Background: an optimization exercise with open tools, aiming at small area, a short achievable clock period and few clock cycles per item. Do not read the settings as production practice.
The RTL was checked by simulation tests, not by an equivalence proof against the original design.
Power is estimated from default activity; no workload was simulated.

## flow/design.v (module list and top-level ports; edited modules follow where they fit)
// module csa_fa: 10 lines
// module csa_ha: 9 lines
// module csa_pg: 11 lines
// module csa_gc: 8 lines
// module csa_bsel: 9 lines
// module csa_bseln: 9 lines
// module param_wallace_multiplier: 3937 lines
module param_wallace_multiplier
#(
    parameter int WIDTH = 32
) (
    input  logic                 clk,
    input  logic                 rst,
    input  logic [WIDTH-1:0]     a,
    input  logic [WIDTH-1:0]     b,
    input  logic                 signed_mode,
    input  logic                 in_valid,
    output logic                 in_ready,
    output logic [2*WIDTH-1:0]   product,
    output logic                 out_valid,
    input  logic                 out_ready
);
  // ...
==> flow/run.sh <==
#!/bin/bash
# synth_recipe.tcl (not shown) runs the flow's synth.tcl, then flattens the netlist and writes it again
# the make line also repeats each setting of config.mk as NAME=value (left out here)
make -C /OpenROAD-flow-scripts/flow DESIGN_CONFIG=/design/flow/config.mk WORK_HOME=/design/flow/orfs CLKGATE_MAP_FILE= SYNTH_SCRIPT=/design/flow/synth_recipe.tcl finish
==> flow/config.mk <==
export PLATFORM = sky130hd
export DESIGN_NAME = param_wallace_multiplier
export DESIGN_NICKNAME = param_wallace_multiplier
export VERILOG_FILES = /design/flow/design.v
export SDC_FILE = /design/flow/constraint.sdc
export NUM_CORES = 4
export LEC_CHECK = 0
export CAP_MARGIN = 20
export CORE_MARGIN = 2
export CORE_UTILIZATION = 60
export SETUP_SLACK_MARGIN = 1.9
export SLEW_MARGIN = 20
export SYNTH_HIERARCHICAL = 1
export SYNTH_MINIMUM_KEEP_SIZE = 0
==> flow/constraint.sdc <==
create_clock -name core_clock -period 5.0 [get_ports {clk}]
set_input_delay 1.0000 -clock core_clock [delete_from_list [all_inputs] [get_ports {clk}]]
set_output_delay 1.0000 -clock core_clock [all_outputs]
set_load 0.01 [all_outputs]
==> metrics.cfg, run 1 <==
[yosys]
synthMuxAreaShare_pct = 0.0458
ys_ff_latch = 581
yosysMostFrequentCell = edfxtp_1
synth_edf_count = 577
synthArstFlopShare_pct = 0

[finish]
largest_register_ffs = 306
num-multi-input-gates = 2423
post-route-util_pct = 66.7
nonClockInverterCount = 51
largest_register = st2_q
buffers = 282
num_antenna_cells = 1
regArea_um2 = 17400

[route]
wl_met3_um = 15500
drt_first_pass_iters = 6
drt_wl_total_um = 127000
via_per_inst = 6.56

[timing]
fmax_mhz = 322
finalSetupTns_ps = 0
drv_slew = 0
slew_headroom_pct = 22.5
tightest_slew_ps = 1160

[grt]
grtUsageMet3_pct = 10.4
grt_use_met1_pct = 46.3
track_usage_pct = 34.5
grt_pass1_wl_um = 189000

[floorplan]
start_util_pct = 60.9
io_pins = 135
dieArea_um2 = 75000
taps = 950

[worst_setup_path]
r2r-start = a_q[23]
critPathTopFamily = flip-flops
timing.critical_path.buf_inv = 1
cp-endpoint = st2_q[85]
critical_path_cell_count = 5
cpMaxStageDelayCell = edfxtp_1

[place]
dpl_cell_area_um2 = 45400
dp_slack_ps = 1730
place.detailed.hpwl_um = 92700

[pwr]
p_seq_mw = 9.87

[clocking]
cts.htree.levels = 3

[min_path]
hold_start = st2_q[1]

[outcome]
status = timing/DRC/antenna clean

Testbench counts, summed over its fixed seeds: cycles 8,032, items 8,000.
==> run 2: changes to the inputs <==
--- a/flow/config.mk
+++ b/flow/config.mk
@@ -10,3 +10,3 @@
 export CORE_UTILIZATION = 60
-export SETUP_SLACK_MARGIN = 1.9
+export SETUP_SLACK_MARGIN = 2.2
 export SLEW_MARGIN = 20
==> run 2 against run 1 <==
Largest power group unchanged. Combinational power rose by 2%. Critical path depth fell by 1. Final cell count grew 0.41%. Global-route usage grew 0.44 points. Critical endpoint is now st6_q[57]. Area after synthesis unchanged. Critical path type unchanged. Wire length grew 1.5%. Via count is 1.1% higher. Highest routed layer unchanged.
==> metrics.cfg, run 2 <==
[outcome]
status = timing/DRC/antenna clean

[clocking]
cts_sinks = 581
cts.htree.levels = 3  ; unchanged
cts_max_path_buffers = 3
cts_buffers = 67
cts_tree = yes
clock-root-buffer = clkbuf_16
clkSlewWorstSetupHoldPaths_ps = 60
clkLatencyLatePin_ps = 620

[yosys]
synth_cell_types = 27
yosysMostFrequentCell = edfxtp_1
synth_top_area_share_pct = 39.7
synth_warnings = 10
yosysTopAreaCell = edfxtp_1
synth.avg_cell_area_um2 = 13.8
syn_area_um2 = 43700
synth_edf_count = 577  ; unchanged
synthArstFlopShare_pct = 0  ; unchanged
ys_ff_latch = 581  ; unchanged
syn_inst = 3171
yosys-top-cells-count = 577 x edfxtp_1, 544 x o22ai_1, 528 x xnor2_1
synth_seq_area_share_pct = 39.8
synth_area_leaders = edfxtp_1 40%, fa_1 22%, xnor2_1 11%
dominantRegCellSynth = edfxtp_1

[finish]
num_antenna_cells = 0  ; -1
num-fill-cells = 5220
final_cell_mix = 577 x edfxtp_1, 544 x o22ai_1, 528 x xnor2_1, 473 x fa_1, 310 x a21o_1
regArea_um2 = 17400  ; unchanged
top_regs = st2_q (306), st6_q (125), product_q (64)
largest_register = st2_q
stdcell_count = 4425
multiInputGateArea_um2 = 24400
area_delta_synth_final_pct = 10.0
final_common_cell = edfxtp_1
largest_register_ffs = 306  ; unchanged
drive_above_1_share_pct = 7.68
nNetsFinal = 4096
fin_area_um2 = 48100

[floorplan]
io_pins = 135  ; unchanged
dieArea_um2 = 75000  ; unchanged
num_rows = 98
core_um2 = 71700
die_h_um = 274
die_w_um = 274
start_util_pct = 60.9  ; unchanged

[grt]
track_usage_pct = 34.9  ; +0.44 points
use_met2_pct = 52.0
grtUsageMet3_pct = 10.8  ; +0.41 points
grt_pass1_wl_um = 191000  ; +1.1%
antenna_found_initial = 9
overflow = 0
grt.busiest_layer = met2
grt_max_degree = 114
grt_use_met1_pct = 46.8  ; +0.52 points
grt_pass1_vias = 30078

[place]
port_buffers = 134
place.detailed.hpwl_um = 92700  ; unchanged
place_congestion = 0.956
placed_cells = 4244
dpl_cell_area_um2 = 45400  ; unchanged

[timing]
drv_slew = 0  ; unchanged
fmax_mhz = 351  ; +9.0%
fin_skew_ps = 27.9
fin_crit_sh_pct = 57.0
rsz0062_at_grt = yes
slew_headroom_pct = 45.6  ; +23 points
whs_ps = 419
tightest_slew_ps = 816  ; -346 ps
setup_violations = 0
finalHoldViolCount = 0
layout_min_cycle_time_ps = 2850

[route]
drc = 0
initialDrtViolationCount = 4076
wl_per_cell_um = 29.0
via_per_inst = 6.61  ; +0.71%
detail-route-antenna-nets = 0
drt_wl_total_um = 128000  ; +1.5%
vias = 29232
drt_first_pass_iters = 9  ; +3

[worst_setup_path]
arrival_ps = 3170
cp_max_fo = 1
slowest_delay_ps = 620
cpMaxStageDelayCell = fa_1
crit_path_end_kind = flop
crit_required_ps = 5320
path_common_cell = fa_1
cp_cell_sequence = fa_1 > fa_1 > fa_1 > fa_2
critPathLaunchType = flop
path_class = flop to flop

[pwr]
power_density_nw_per_um2 = 743
ir_worst_vdd_uv = 916
p_leak_nw = 19.8

[min_path]
hp-class = flop to flop

[flow_run]
maxCapViolCount = 0

==> run 2: modules after synthesis (local to each module, per instance) <==
module,flip-flops and latches,times used,cell area (um2)
csa_bseln,0,544,6.26
csa_fa,0,482,20.0
csa_pg,0,248,13.8
csa_ha,0,105,12.5
csa_gc,0,62,7.51
param_wallace_multiplier,581,1,25400
==> run 2: power by group <==
part | internal [mW] | total [mW] | switching [mW] | leakage, nW
Sequential | 8.98 | 9.83 | 0.846 | 6.30
Clock | 2.55 | 4.55 | 2.00 | 0.973
Combinational | 9.01 | 21.4 | 12.4 | 12.5
==> run 2: layout make-up <==
type | count | share of cell area [%]
multi-input combinational | 2423 | 50.7
sequential | 581 | 36.2
timing repair buffer | 301 | 6.05
clock buffer | 80 | 3.63
tap | 950 | 2.47
clock inverter | 39 | 0.492
inverter | 51 | 0.406
==> run 2: repair_timing <==
action / in CTS / in global routing
pin swaps: 8 / 11
setup endpoints to repair: 231 / 52
hold buffers: 0 / 0
resized for setup: 7 / 8
buffers inserted: 56 / 6
gates cloned: 0 / 0
==> run 2: worst max-delay path: cells and delay by family (launching register included) <==
kind | cells | cell delay [ps]
fa+ha+maj | 4 | 2150
flops | 1 | 400
==> run 2: per-stage QoR <==
stage                     power, mW  worst slack, ps  util, %  setup TNS [ps]
after floorplan                21.5            -5230        -        -3014930
after global placement         30.2             1770     63.2               0
after detailed placement       30.6             1730     63.3               0
after CTS                      35.5             2060     66.9               0
after global routing           37.9             2080     67.0               0
final                          35.7             2150     67.0               0
==> run 2: worst paths after layout <==
kind | end | from | cells after the start | slack [ps]
worst min register to register | st6_q[1] | st2_q[1] | 0 | 420
worst max register to register | st6_q[57] | st2_q[126] | 4 | 2150
worst min-delay path | st6_q[1] | st2_q[1] | 0 | 420
worst max-delay path | st6_q[57] | st2_q[126] | 4 | 2150
==> run 2: kinds of logic (layout without fill, tap and decap cells) <==
logic type / Yosys count / in the layout / synth area share [%]
fa+ha+maj: 602 / 602 / 25.5
compound gates: 871 / 871 / 13.3
other cells: 2 / 19 / 0.0172
flops: 581 / 581 / 39.8
mux: 2 / 2 / 0.0458
buf+inv: 184 / 471 / 4.52
simple gates: 338 / 338 / 4.90
xor+xnor: 591 / 591 / 11.8
==> run 2: layer usage <==
metal / wire length, um / share of wire, %
met3: 15800 / 12
met4: 7110 / 5.5
met2: 56100 / 44
met5: 54 / 0.042
met1: 49400 / 38

-- static timing again, ports no longer ideal --
No port has a modelled driver above. Below, the same layouts with a new extraction and two added sets of constraints. Step 1: set_driving_cell puts a clkbuf_16 on clk and a buf_2 on each other input, an assumption about the parent block. Step 2 also shifts input and output timing later by t, the mid clock arrival at the registers, as if the neighbouring blocks saw the same clock. Slacks: ideal ports / drivers / drivers and shift; pairs: ideal ports / drivers.
run	shift t [ns]	setup WS [ns]	latest minus earliest clock arrival (ns)	worst slew at a driven data input, ns
run 1	0.672	1.893 / 1.893 / 1.692	0.036 / 0.036	0.04
run 2	0.672	2.151 / 2.151 / 2.010	0.030 / 0.030	0.04
After both steps every run listed still meets setup and hold. The setup slack of run 1, which loses most, moves by 0.000 ns with the drivers and by -0.201 ns with both steps.
